Context: an optimization exercise on an open-source flow, tuned for small area, a short achievable clock period and few clock cycles per item. The choices shown serve that exercise and are no tape-out recipe. In this exercise RTL edits were held to simulation tests only and were not proved equivalent to the original.

**flow/design.v**
```verilog
`default_nettype none
package msc_pkg;
	localparam int MAG_W  = 16;
	localparam int BTN_W  = 8;
	localparam int OUT_W  = 32;
	localparam int ADDR_W = 5;
	localparam int DATA_W = 32;
endpackage
`default_nettype wire
`default_nettype none
module msc_div (
	input  wire logic [40:0] p,
	output logic [25:0]      q
);
	logic [37:0] pp;
	logic [74:0] est;
	logic [26:0] q0;
	logic [13:0] r;
	always_comb begin
		pp  = p[40:3];
		est = (75'(pp) << 36) - (75'(pp) << 26) + (75'(pp) << 24) + (75'(pp) << 15) + (75'(pp) << 12);
		q0  = est[74:48];
		r   = pp[13:0] - 14'(q0 << 12) - 14'(q0 << 1) - 14'(q0);
		q   = r[13] ? 26'(q0 - 1'b1) : q0[25:0];
	end
endmodule
`default_nettype wire
`default_nettype none
module msc_ctrl (
	input  wire logic               clk,
	input  wire logic               arst_n,
	input  wire logic               start,
	input  wire logic [15:0]        thr,
	input  wire logic signed [16:0] lo,
	output logic                    busy,
	output logic [29:0]             recip,
	output logic                    lm_load,
	output logic [15:0]             lm_new
);
	function automatic logic [17:0] step2(input logic [15:0] rem, input logic [1:0] bits,
			input logic [15:0] d);
		logic [16:0] t0, t1;
		logic [15:0] r0, r1;
		logic        b0, b1;
		t0 = {rem, bits[1]};
		b0 = (t0 >= {1'b0, d});
		r0 = b0 ? 16'(t0 - {1'b0, d}) : t0[15:0];
		t1 = {r0, bits[0]};
		b1 = (t1 >= {1'b0, d});
		r1 = b1 ? 16'(t1 - {1'b0, d}) : t1[15:0];
		step2 = {b0, b1, r1};
	endfunction
	logic [29:0] quo_q;
	logic [15:0] rem_q;
	logic [15:0] lq_q;
	logic [15:0] lr_q;
	logic [3:0]  cnt_q;
	logic        busy_q, go_q;
	logic [17:0] sa, sb;
	logic [15:0] lmag;
	assign sa   = step2(rem_q, quo_q[29:28], thr);
	assign sb   = step2(lr_q, lq_q[15:14], thr);
	assign lmag = lo[16] ? 16'(-lo) : 16'(lo);
	always_ff @(posedge clk or negedge arst_n) begin
		if (!arst_n) begin
			quo_q  <= 30'h2000_0000;
			rem_q  <= '0;
			lq_q   <= '0;
			lr_q   <= '0;
			cnt_q  <= '0;
			busy_q <= 1'b0;
			go_q   <= 1'b0;
		end else begin
			go_q <= start;
			if (go_q) begin
				quo_q  <= 30'h2000_0000;
				rem_q  <= '0;
				lq_q   <= lmag;
				lr_q   <= '0;
				cnt_q  <= 4'd14;
				busy_q <= 1'b1;
			end else if (busy_q) begin
				quo_q <= {quo_q[27:0], sa[17:16]};
				rem_q <= sa[15:0];
				if (cnt_q > 4'd6) begin
					lq_q <= {lq_q[13:0], 2'b00};
					lr_q <= sb[15:0];
				end
				cnt_q <= cnt_q - 1'b1;
				if (cnt_q == '0) busy_q <= 1'b0;
			end
		end
	end
	assign lm_load = busy_q && cnt_q == 4'd6;
	assign lm_new  = (lo[16] && lr_q != 16'd0) ? 16'(thr - lr_q) : lr_q;
	assign busy    = busy_q || go_q || start;
	assign recip   = quo_q;
endmodule
`default_nettype wire
`default_nettype none
module msc_dp (
	input  wire logic               clk,
	input  wire logic               arst_n,
	input  wire logic               hold_in,
	input  wire logic [9:0]         scale_x,
	input  wire logic [9:0]         scale_y,
	input  wire logic [15:0]        sens,
	input  wire logic [17:0]        gain_x,
	input  wire logic [17:0]        gain_y,
	input  wire logic [15:0]        thr,
	input  wire logic               inv,
	input  wire logic [29:0]        recip,
	input  wire logic               lm_load,
	input  wire logic [15:0]        lm_new,
	output logic signed [16:0]      lo_out,
	input  wire logic               in_valid,
	output logic                    in_stall,
	input  wire logic signed [15:0] delta_x,
	input  wire logic signed [15:0] delta_y,
	input  wire logic [7:0]         button_bits,
	output logic                    out_valid,
	input  wire logic               out_stall,
	output logic signed [31:0]      axis_x,
	output logic signed [31:0]      axis_y,
	output logic [7:0]              button_state
);
	logic adv, take;
	logic in_stall_q;
	logic [25:0] kx_q, ky_q;
	always_ff @(posedge clk) begin
		kx_q <= 26'(scale_x) * 26'(sens);
		ky_q <= 26'(scale_y) * 26'(sens);
	end
	logic v0, sk_v, v1, v2, v3, v4, v5, v6, vo;
	assign adv  = !(vo && out_stall);
	assign take = in_valid && !in_stall_q;
	logic [15:0] d0x, d0y, skx, sky;
	logic [7:0]  b0, skb;
	always_ff @(posedge clk or negedge arst_n) begin
		if (!arst_n) begin
			v0         <= 1'b0;
			sk_v       <= 1'b0;
			in_stall_q <= 1'b1;
		end else begin
			if (adv) begin
				v0   <= sk_v || take;
				sk_v <= 1'b0;
			end else if (take) begin
				if (v0) sk_v <= 1'b1;
				else    v0   <= 1'b1;
			end
			in_stall_q <= hold_in || (!adv && take && v0) || (sk_v && !adv);
		end
	end
	always_ff @(posedge clk) begin
		if (adv) begin
			if (sk_v) begin
				d0x <= skx; d0y <= sky; b0 <= skb;
			end else begin
				d0x <= delta_x; d0y <= delta_y; b0 <= button_bits;
			end
		end else if (take) begin
			if (v0) begin
				skx <= delta_x; sky <= delta_y; skb <= button_bits;
			end else begin
				d0x <= delta_x; d0y <= delta_y; b0 <= button_bits;
			end
		end
	end
	assign in_stall = in_stall_q;
	logic [15:0] mx, my;
	logic [40:0] p1x, p1y;
	logic        s1x, s1y;
	logic [7:0]  b1;
	assign mx = d0x[15] ? 16'(-d0x) : d0x;
	assign my = d0y[15] ? 16'(-d0y) : d0y;
	always_ff @(posedge clk) begin
		if (adv) begin
			p1x <= 41'(mx) * 41'(kx_q);
			p1y <= 41'(my) * 41'(ky_q);
			s1x <= d0x[15];
			s1y <= d0y[15];
			b1  <= b0;
		end
	end
	logic [25:0] q1x, q1y, q2x, q2y;
	logic        s2x, s2y;
	logic [7:0]  b2;
	msc_div u_divx (.p(p1x), .q(q1x));
	msc_div u_divy (.p(p1y), .q(q1y));
	always_ff @(posedge clk) begin
		if (adv) begin
			q2x <= q1x;
			q2y <= q1y;
			s2x <= s1x;
			s2y <= s1y;
			b2  <= b1;
		end
	end
	logic [43:0] w3x, w3y;
	logic [27:0] u3x, u3y;
	logic        s3x, s3y;
	logic [7:0]  b3;
	assign w3x = 44'(q2x) * 44'(gain_x);
	assign w3y = 44'(q2y) * 44'(gain_y);
	always_ff @(posedge clk) begin
		if (adv) begin
			u3x <= w3x[43:16];
			u3y <= w3y[43:16];
			s3x <= s2x;
			s3y <= s2y;
			b3  <= b2;
		end
	end
	logic [57:0] e4;
	logic [28:0] qh4;
	logic [27:0] u4y;
	logic        s4y;
	logic [31:0] x4;
	logic [7:0]  b4;
	assign e4 = 58'(u3y) * 58'(recip);
	always_ff @(posedge clk) begin
		if (adv) begin
			qh4 <= e4[57:29];
			u4y <= u3y;
			s4y <= s3y;
			x4  <= s3x ? (32'd0 - 32'(u3x)) : 32'(u3x);
			b4  <= b3;
		end
	end
	logic [16:0] qt5;
	logic [16:0] rh5;
	logic [27:0] u5y;
	logic        s5y;
	logic [31:0] x5;
	logic [7:0]  b5;
	assign qt5 = 17'(qh4[16:0] * 17'(thr));
	always_ff @(posedge clk) begin
		if (adv) begin
			rh5 <= u4y[16:0] - qt5;
			u5y <= u4y;
			s5y <= s4y;
			x5  <= x4;
			b5  <= b4;
		end
	end
	logic [16:0] m6;
	logic [16:0] fm6;
	logic [31:0] y6;
	logic signed [18:0] c1_q, c2_q, c3_q;
	logic signed [31:0] yv_q;
	logic [31:0] x6;
	logic [7:0]  b6;
	always_comb begin
		m6  = (rh5 >= 17'(thr)) ? rh5 - 17'(thr) : rh5;
		fm6 = (s5y && m6 != 17'd0) ? 17'(thr) - m6 : m6;
		y6  = s5y ? (32'd0 - 32'(u5y)) : 32'(u5y);
	end
	always_ff @(posedge clk) begin
		if (adv) begin
			c1_q <= 19'(fm6);
			c2_q <= 19'(fm6) - 19'(thr);
			c3_q <= 19'(fm6) - 19'(thr) - 19'(thr);
			yv_q <= y6;
			x6   <= x5;
			b6   <= b5;
		end
	end
	logic signed [16:0] lo_q;
	logic [15:0] lm_q;
	logic signed [18:0] t1, t2, t3;
	logic signed [31:0] s7;
	logic signed [16:0] lo_d;
	logic [15:0] lm_d;
	logic [31:0] axis_x_q, axis_y_q;
	logic [7:0]  btn_q;
	always_comb begin
		t1   = c1_q + 19'(lm_q);    
		t2   = c2_q + 19'(lm_q);    
		t3   = c3_q + 19'(lm_q);    
		s7   = yv_q + 32'(lo_q);
		lm_d = t2[18] ? t1[15:0] : t2[15:0];
		if (thr == 16'd0) begin
			lo_d = '0;
		end else if (!s7[31]) begin
			lo_d = t2[18] ? 17'(t1) : 17'(t2);
		end else if (t2[18]) begin
			lo_d = (t1 == 19'sd0) ? 17'sd0 : 17'(t2);
		end else begin
			lo_d = (t2 == 19'sd0) ? 17'sd0 : 17'(t3);
		end
	end
	always_ff @(posedge clk) begin
		if (adv) begin
			axis_x_q <= x6;
			axis_y_q <= inv ? -s7 : s7;
			btn_q    <= b6;
		end
	end
	always_ff @(posedge clk or negedge arst_n) begin
		if (!arst_n) begin
			v1   <= 1'b0;
			v2   <= 1'b0;
			v3   <= 1'b0;
			v4   <= 1'b0;
			v5   <= 1'b0;
			v6   <= 1'b0;
			vo   <= 1'b0;
			lo_q <= '0;
			lm_q <= '0;
		end else begin
			if (adv) begin
				v1 <= v0;
				v2 <= v1;
				v3 <= v2;
				v4 <= v3;
				v5 <= v4;
				v6 <= v5;
				vo <= v6;
			end
			if (adv && v6) begin
				lo_q <= lo_d;
				lm_q <= lm_d;
			end else if (lm_load) begin
				lm_q <= lm_new;
			end
		end
	end
	assign lo_out = lo_q;
	assign out_valid    = vo;
	assign axis_x       = axis_x_q;
	assign axis_y       = axis_y_q;
	assign button_state = btn_q;
endmodule
`default_nettype wire
`default_nettype none
module mouse_delta_scaler (
	input  wire logic                                clk,
	input  wire logic                                arst_n,
	input  wire logic                                in_valid,
	output logic                                     in_stall,
	input  wire logic signed [msc_pkg::MAG_W-1:0]    delta_x,
	input  wire logic signed [msc_pkg::MAG_W-1:0]    delta_y,
	input  wire logic [msc_pkg::BTN_W-1:0]           button_bits,
	output logic                                     out_valid,
	input  wire logic                                out_stall,
	output logic signed [msc_pkg::OUT_W-1:0]         axis_x,
	output logic signed [msc_pkg::OUT_W-1:0]         axis_y,
	output logic [msc_pkg::BTN_W-1:0]                button_state,
	input  wire logic                                psel,
	input  wire logic                                penable,
	input  wire logic                                pwrite,
	input  wire logic [msc_pkg::ADDR_W-1:0]          paddr,
	input  wire logic [msc_pkg::DATA_W-1:0]          pwdata,
	output logic [msc_pkg::DATA_W-1:0]               prdata,
	output logic                                     pready
);
	logic [9:0]  scale_x_q, scale_y_q;
	logic [15:0] sens_q;
	logic [17:0] gain_x_q, gain_y_q;
	logic [15:0] thr_q;
	logic        inv_q;
	logic [2:0]  reg_idx;
	logic        wr;
	assign reg_idx = paddr[4:2];
	assign pready  = 1'b1;
	assign wr      = psel && penable && pwrite;
	always_ff @(posedge clk or negedge arst_n) begin
		if (!arst_n) begin
			scale_x_q <= 10'd32;
			scale_y_q <= 10'd48;
			sens_q    <= 16'd32792;
			gain_x_q  <= 18'd65536;
			gain_y_q  <= 18'd65536;
			thr_q     <= 16'd1;
			inv_q     <= 1'b0;
		end else if (wr) begin
			case (reg_idx)
				3'd0: scale_x_q <= pwdata[9:0];
				3'd1: scale_y_q <= pwdata[9:0];
				3'd2: sens_q    <= pwdata[15:0];
				3'd3: gain_x_q  <= pwdata[17:0];
				3'd4: gain_y_q  <= pwdata[17:0];
				3'd5: thr_q     <= pwdata[15:0];
				3'd6: inv_q     <= pwdata[0];
				default: begin
				end
			endcase
		end
	end
	always_comb begin
		case (reg_idx)
			3'd0:    prdata = {22'd0, scale_x_q};
			3'd1:    prdata = {22'd0, scale_y_q};
			3'd2:    prdata = {16'd0, sens_q};
			3'd3:    prdata = {14'd0, gain_x_q};
			3'd4:    prdata = {14'd0, gain_y_q};
			3'd5:    prdata = {16'd0, thr_q};
			3'd6:    prdata = {31'd0, inv_q};
			default: prdata = 32'd0;
		endcase
	end
	logic [29:0] recip;
	logic        recip_busy;
	logic        lm_load;
	logic [15:0] lm_new;
	logic signed [16:0] lo;
	msc_ctrl u_recip (
		.clk    (clk),
		.arst_n (arst_n),
		.start  (wr && reg_idx == 3'd5),
		.thr    (thr_q),
		.lo     (lo),
		.busy   (recip_busy),
		.recip  (recip),
		.lm_load(lm_load),
		.lm_new (lm_new)
	);
	msc_dp u_dp (
		.clk          (clk),
		.arst_n       (arst_n),
		.hold_in      (recip_busy),
		.scale_x      (scale_x_q),
		.scale_y      (scale_y_q),
		.sens         (sens_q),
		.gain_x       (gain_x_q),
		.gain_y       (gain_y_q),
		.thr          (thr_q),
		.inv          (inv_q),
		.recip        (recip),
		.lm_load      (lm_load),
		.lm_new       (lm_new),
		.lo_out       (lo),
		.in_valid     (in_valid),
		.in_stall     (in_stall),
		.delta_x      (delta_x),
		.delta_y      (delta_y),
		.button_bits  (button_bits),
		.out_valid    (out_valid),
		.out_stall    (out_stall),
		.axis_x       (axis_x),
		.axis_y       (axis_y),
		.button_state (button_state)
	);
endmodule
`default_nettype wire
```
**flow/run.sh**
```bash
#!/bin/bash
# synth_recipe.tcl (not shown) runs the flow's synth.tcl, then flattens the netlist and writes it again
# the make line also repeats each setting of config.mk as NAME=value (left out here)
make -C /OpenROAD-flow-scripts/flow DESIGN_CONFIG=/design/flow/config.mk WORK_HOME=/design/flow/orfs CLKGATE_MAP_FILE= SYNTH_SCRIPT=/design/flow/synth_recipe.tcl finish
```
**flow/config.mk**
```make
export PLATFORM = sky130hd
export DESIGN_NAME = mouse_delta_scaler
export DESIGN_NICKNAME = mouse_delta_scaler
export VERILOG_FILES = /design/flow/design.v
export SDC_FILE = /design/flow/constraint.sdc
export NUM_CORES = 4
export LEC_CHECK = 0
export CAP_MARGIN = 20
export CORE_MARGIN = 2
export CORE_UTILIZATION = 40
export SLEW_MARGIN = 20
```
**flow/constraint.sdc**
```tcl
create_clock -name core_clock -period 10.0 [get_ports {clk}]
set_input_delay 2.0000 -clock core_clock [delete_from_list [all_inputs] [get_ports {clk}]]
set_output_delay 2.0000 -clock core_clock [all_outputs]
set_load 0.01 [all_outputs]
```
==> flow_summary.toml <==
[drt]
postRouteAntennaNets = 0
drc = 0
vias = 106000
firstDrtPassIters = 6
vias_per_cell = 5.13
totalWireLength_mm = 390
wire_per_inst_um = 18.9
drt_iter0_drc = 7065

[sta]
slew_headroom_pct = 17.7
max_freq_ghz = 0.108
worstMarginPinSlew_ns = 1.22
hold_ws_ns = 0.404
fin_tns_setup_ns = 0
finClkSkew_ns = 0.0640
fin_crit_ns = 9.26
finalSetupViolCount = 0
period_share_pct = 92.6
finalMaxSlewViolations = 0
finalHoldViolations = 0
rsz0062_at_grt = "no"

[cts]
clock_path_buffers = 4
h-tree-depth = 3
ctsHoldBuffers = 0
cts_made_buffers = 116
post_cts_resize_count = 0
cts.sinks = 915
cts_setup_buffers = 0
clk_pin_slew_ns = 0.06
clkLatencyLatePin_ns = 0.88
cts_root_buf = "clkbuf_16"
cts_tree = "built"

[floorplan]
die_area_mm2 = 0.380
ioPinCount = 191
start_util_pct = 40.2
die_h_um = 616
die_width_um = 616
rows = 224
coreArea_mm2 = 0.373

[place]
dpl_cell_area_mm2 = 0.157
gp_congestion = 0.899
port_buffers = 159
dp_hpwl_mm = 307

[yosys]
synth_area_leaders = "fa_1 (35%), edfxtp_1 (13%), ha_1 (11%)"
yosysUniqueCellTypes = 92
yosys.area.top_type = "fa_1"
ys_warn_count = 4
async_flop_share_pct = 23.6
synth.ff_latch_count = 915
ys_seq_area_share_pct = 17.3
yosysTopAreaCellShare_pct = 34.9
synth-edff-count = 647
synth_flop_cell = "edfxtp_1"
synth_area_mm2 = 0.150
synth_cells = 15800
avgSynthCellArea_um2 = 9.50

[global_route]
first_global_vias = 112000
gr-usage-all-layers_pct = 21.0
grt_max_degree = 125
grt_overflow = 0
grt_antenna_before_repair = 32
grt_pass1_wl_mm = 630

[critical_path]
cp_max_fo = 5
cp-end-kind = "flip-flop"
critPathBufInv = 3
crit_family = "compound AO/OA/AOI/OAI gates"
critPathRequiredTime_ns = 10.57
critPathMostFrequentCell = "a21o_1"
r2r_slack_ns = 0.74
worstSetupStartpointType = "flip-flop"
slowest_stage = "fa_1"
crit_arrival_ns = 9.83
path_class = "flip-flop to flip-flop"
critPathMaxStageDelay_ns = 0.57

[final_layout]
final_layout_size_suffix_gt1_share_pct = 4.56
utilization_pct = 43.3
design_area_mm2 = 0.161
nNetsFinal = 19700
syn_to_final_growth_pct = 7.65
filler_cell_count = 36400

[job]
cap_violations = 0

[status]
status = "timing/DRC/antenna clean"

[min_path]
worstHoldPathType = "flip-flop to flip-flop"
[flip-flops by register name, summed over array words and instances, names as in the netlist, 28 cells and up]
register       count
u_recip.quo_q     30
u_dp.x6           29
u_dp.u5y          28
u_dp.x4           29
u_dp.p1y          38
u_dp.axis_x_q     29
u_dp.u4y          28
u_dp.yv_q         29
u_dp.p1x          38
u_dp.u3y          28
u_dp.axis_y_q     32
u_dp.u3x          28
u_dp.x5           29
[cell usage after synthesis, drive strengths merged, types with 18 or more instances]
library cell / n
o21ai: 339
nand2: 2514
o211ai: 60
a211oi: 71
nand2b: 55
xnor2: 481
or4: 18
o41ai: 23
inv: 3182
o31ai: 57
or2: 31
a21boi: 40
dfrtp: 205
o2111ai: 18
fa: 2616
and2: 917
mux2: 147
dfxtp: 52
nand3: 114
ha: 1361
o21a: 56
nor4: 40
or3: 60
a21o: 177
a31o: 23
a221oi: 24
nand4: 63
a22oi: 22
xor2: 145
clkbuf: 664
o21bai: 64
nor2b: 70
a21oi: 366
a31oi: 40
nand4b: 23
buf: 49
and3: 50
nor2: 380
o311ai: 35
edfxtp: 647
nor3: 121
a211o: 18
mux2i: 109
[area by class of cell]
type	count	area, um2	area share [%]
clock buffers	145	3130	1.94
repair buffers	413	3560	2.21
diodes	15	37.5	0.0233
well taps	4972	6220	3.86
inverters	3182	11900	7.40
multi-input cells	11000	110000	68.0
flip-flops and latches	915	25900	16.1
clock inverters	69	848	0.526
[worst paths after layout]
path	from	to	cells past startpoint
worst max-delay path	u_dp.p1y[6]	u_dp.q2y[25]	34
worst min-delay path	u_dp.x4[10]	u_dp.x5[10]	0
worst max register to register	u_dp.p1y[6]	u_dp.q2y[25]	34
worst min register to register	u_dp.x4[10]	u_dp.x5[10]	0
max in group asynchronous	arst_n	gain_y_q[0]	3
min in group asynchronous	arst_n	u_recip.quo_q[8]	1
[cell families (layout without fill, tap and decap cells)]
kind of cell	after synthesis	count (layout)	synth area share [%]
multiplexers	259	259	1.88
XOR/XNOR	629	629	3.70
buffers and inverters	3895	3809	9.80
AND/OR/NAND/NOR	4523	4523	14.0
adder cells (fa/ha/maj)	3979	3979	46.3
flip-flops	915	915	17.3
AO/OA/AOI/OAI	1578	1578	7.01
other	2	30	0.00501
[layout by cell type (no fill, tap or decap), types with 24 or more instances in the layout]
cell type        instances
xor2_1                 142
a221oi_1                24
or2_2                   31
nand2_1               2513
mux2i_1                109
or3_1                   60
nor3_1                 119
o31ai_1                 56
o21bai_1                63
o21a_1                  56
inv_1                 3182
o21ai_0                332
clkdlybuf4s50_1        157
o311ai_0                35
nand3_1                114
nor2b_1                 69
a21boi_0                39
a21oi_1                366
fa_1                  2616
edfxtp_1               647
clkbuf_16              118
ha_1                  1361
mux2_2                 147
a31oi_1                 40
a21o_1                 177
and2_1                 915
and3_1                  50
nand2b_1                55
nand4_1                 63
nor4_1                  40
buf_4                  249
xnor2_1                458
a211oi_1                68
dfrtp_1                198
dfxtp_1                 52
nor2_1                 377
o211ai_1                60
[worst register-to-register path, delay by kind of cell, from the launching register on]
kind / cells / cell delay (ns)
AO/OA/AOI/OAI: 16 / 3.17
adder cells (fa/ha/maj): 7 / 2.99
AND/OR/NAND/NOR: 5 / 1.17
XOR/XNOR: 3 / 0.86
flip-flops: 1 / 0.50
buffers and inverters: 3 / 0.31
[layer usage]
layer	share of wire [%]	up-vias	GRT usage, %	routed length [um]
met1	43	54200	27.8	168000
met3	5.2	585	2.26	20300
met5	0.0069	-	0	27
met4	3.4	4	6.81	13400
li1	-	48800	-	-
met2	48	2621	35.9	189000
[through the flow]
stage	cells	worst slack, ns
2_1_floorplan	15800	1.79
3_3_place_gp	20500	0.758
3_5_place_dp	20500	0.755
4_1_cts	20700	0.701
5_1_grt	20700	0.261
6_report	20700	0.742
Testbench counts, summed over its fixed seeds: cycles 1,360, items 1,200.

-- what the ideal ports hide --
The flow's constraints put no driver on any port. The routed layout listed below was extracted and timed again, unchanged, in two steps.
Step 1, drivers: a clkbuf_16 drives clk and a buf_2 each remaining input, both assumed.
Step 2 also shifts input and output timing later by t, the mid clock arrival at the registers, as if the neighbouring blocks saw the same clock.
Slacks: ideal ports / drivers / drivers and shift; pairs: ideal ports / drivers.
t, ns: 0.965
setup WS [ns]: 0.742 / 0.742 / 0.742
hold WS [ns]: 0.404 / 0.404 / 0.404
worst setup path at the end: register to register
After both steps this run still meets setup and hold. The setup slack of this run moves by 0.000 ns with the drivers and by 0.000 ns with both steps.
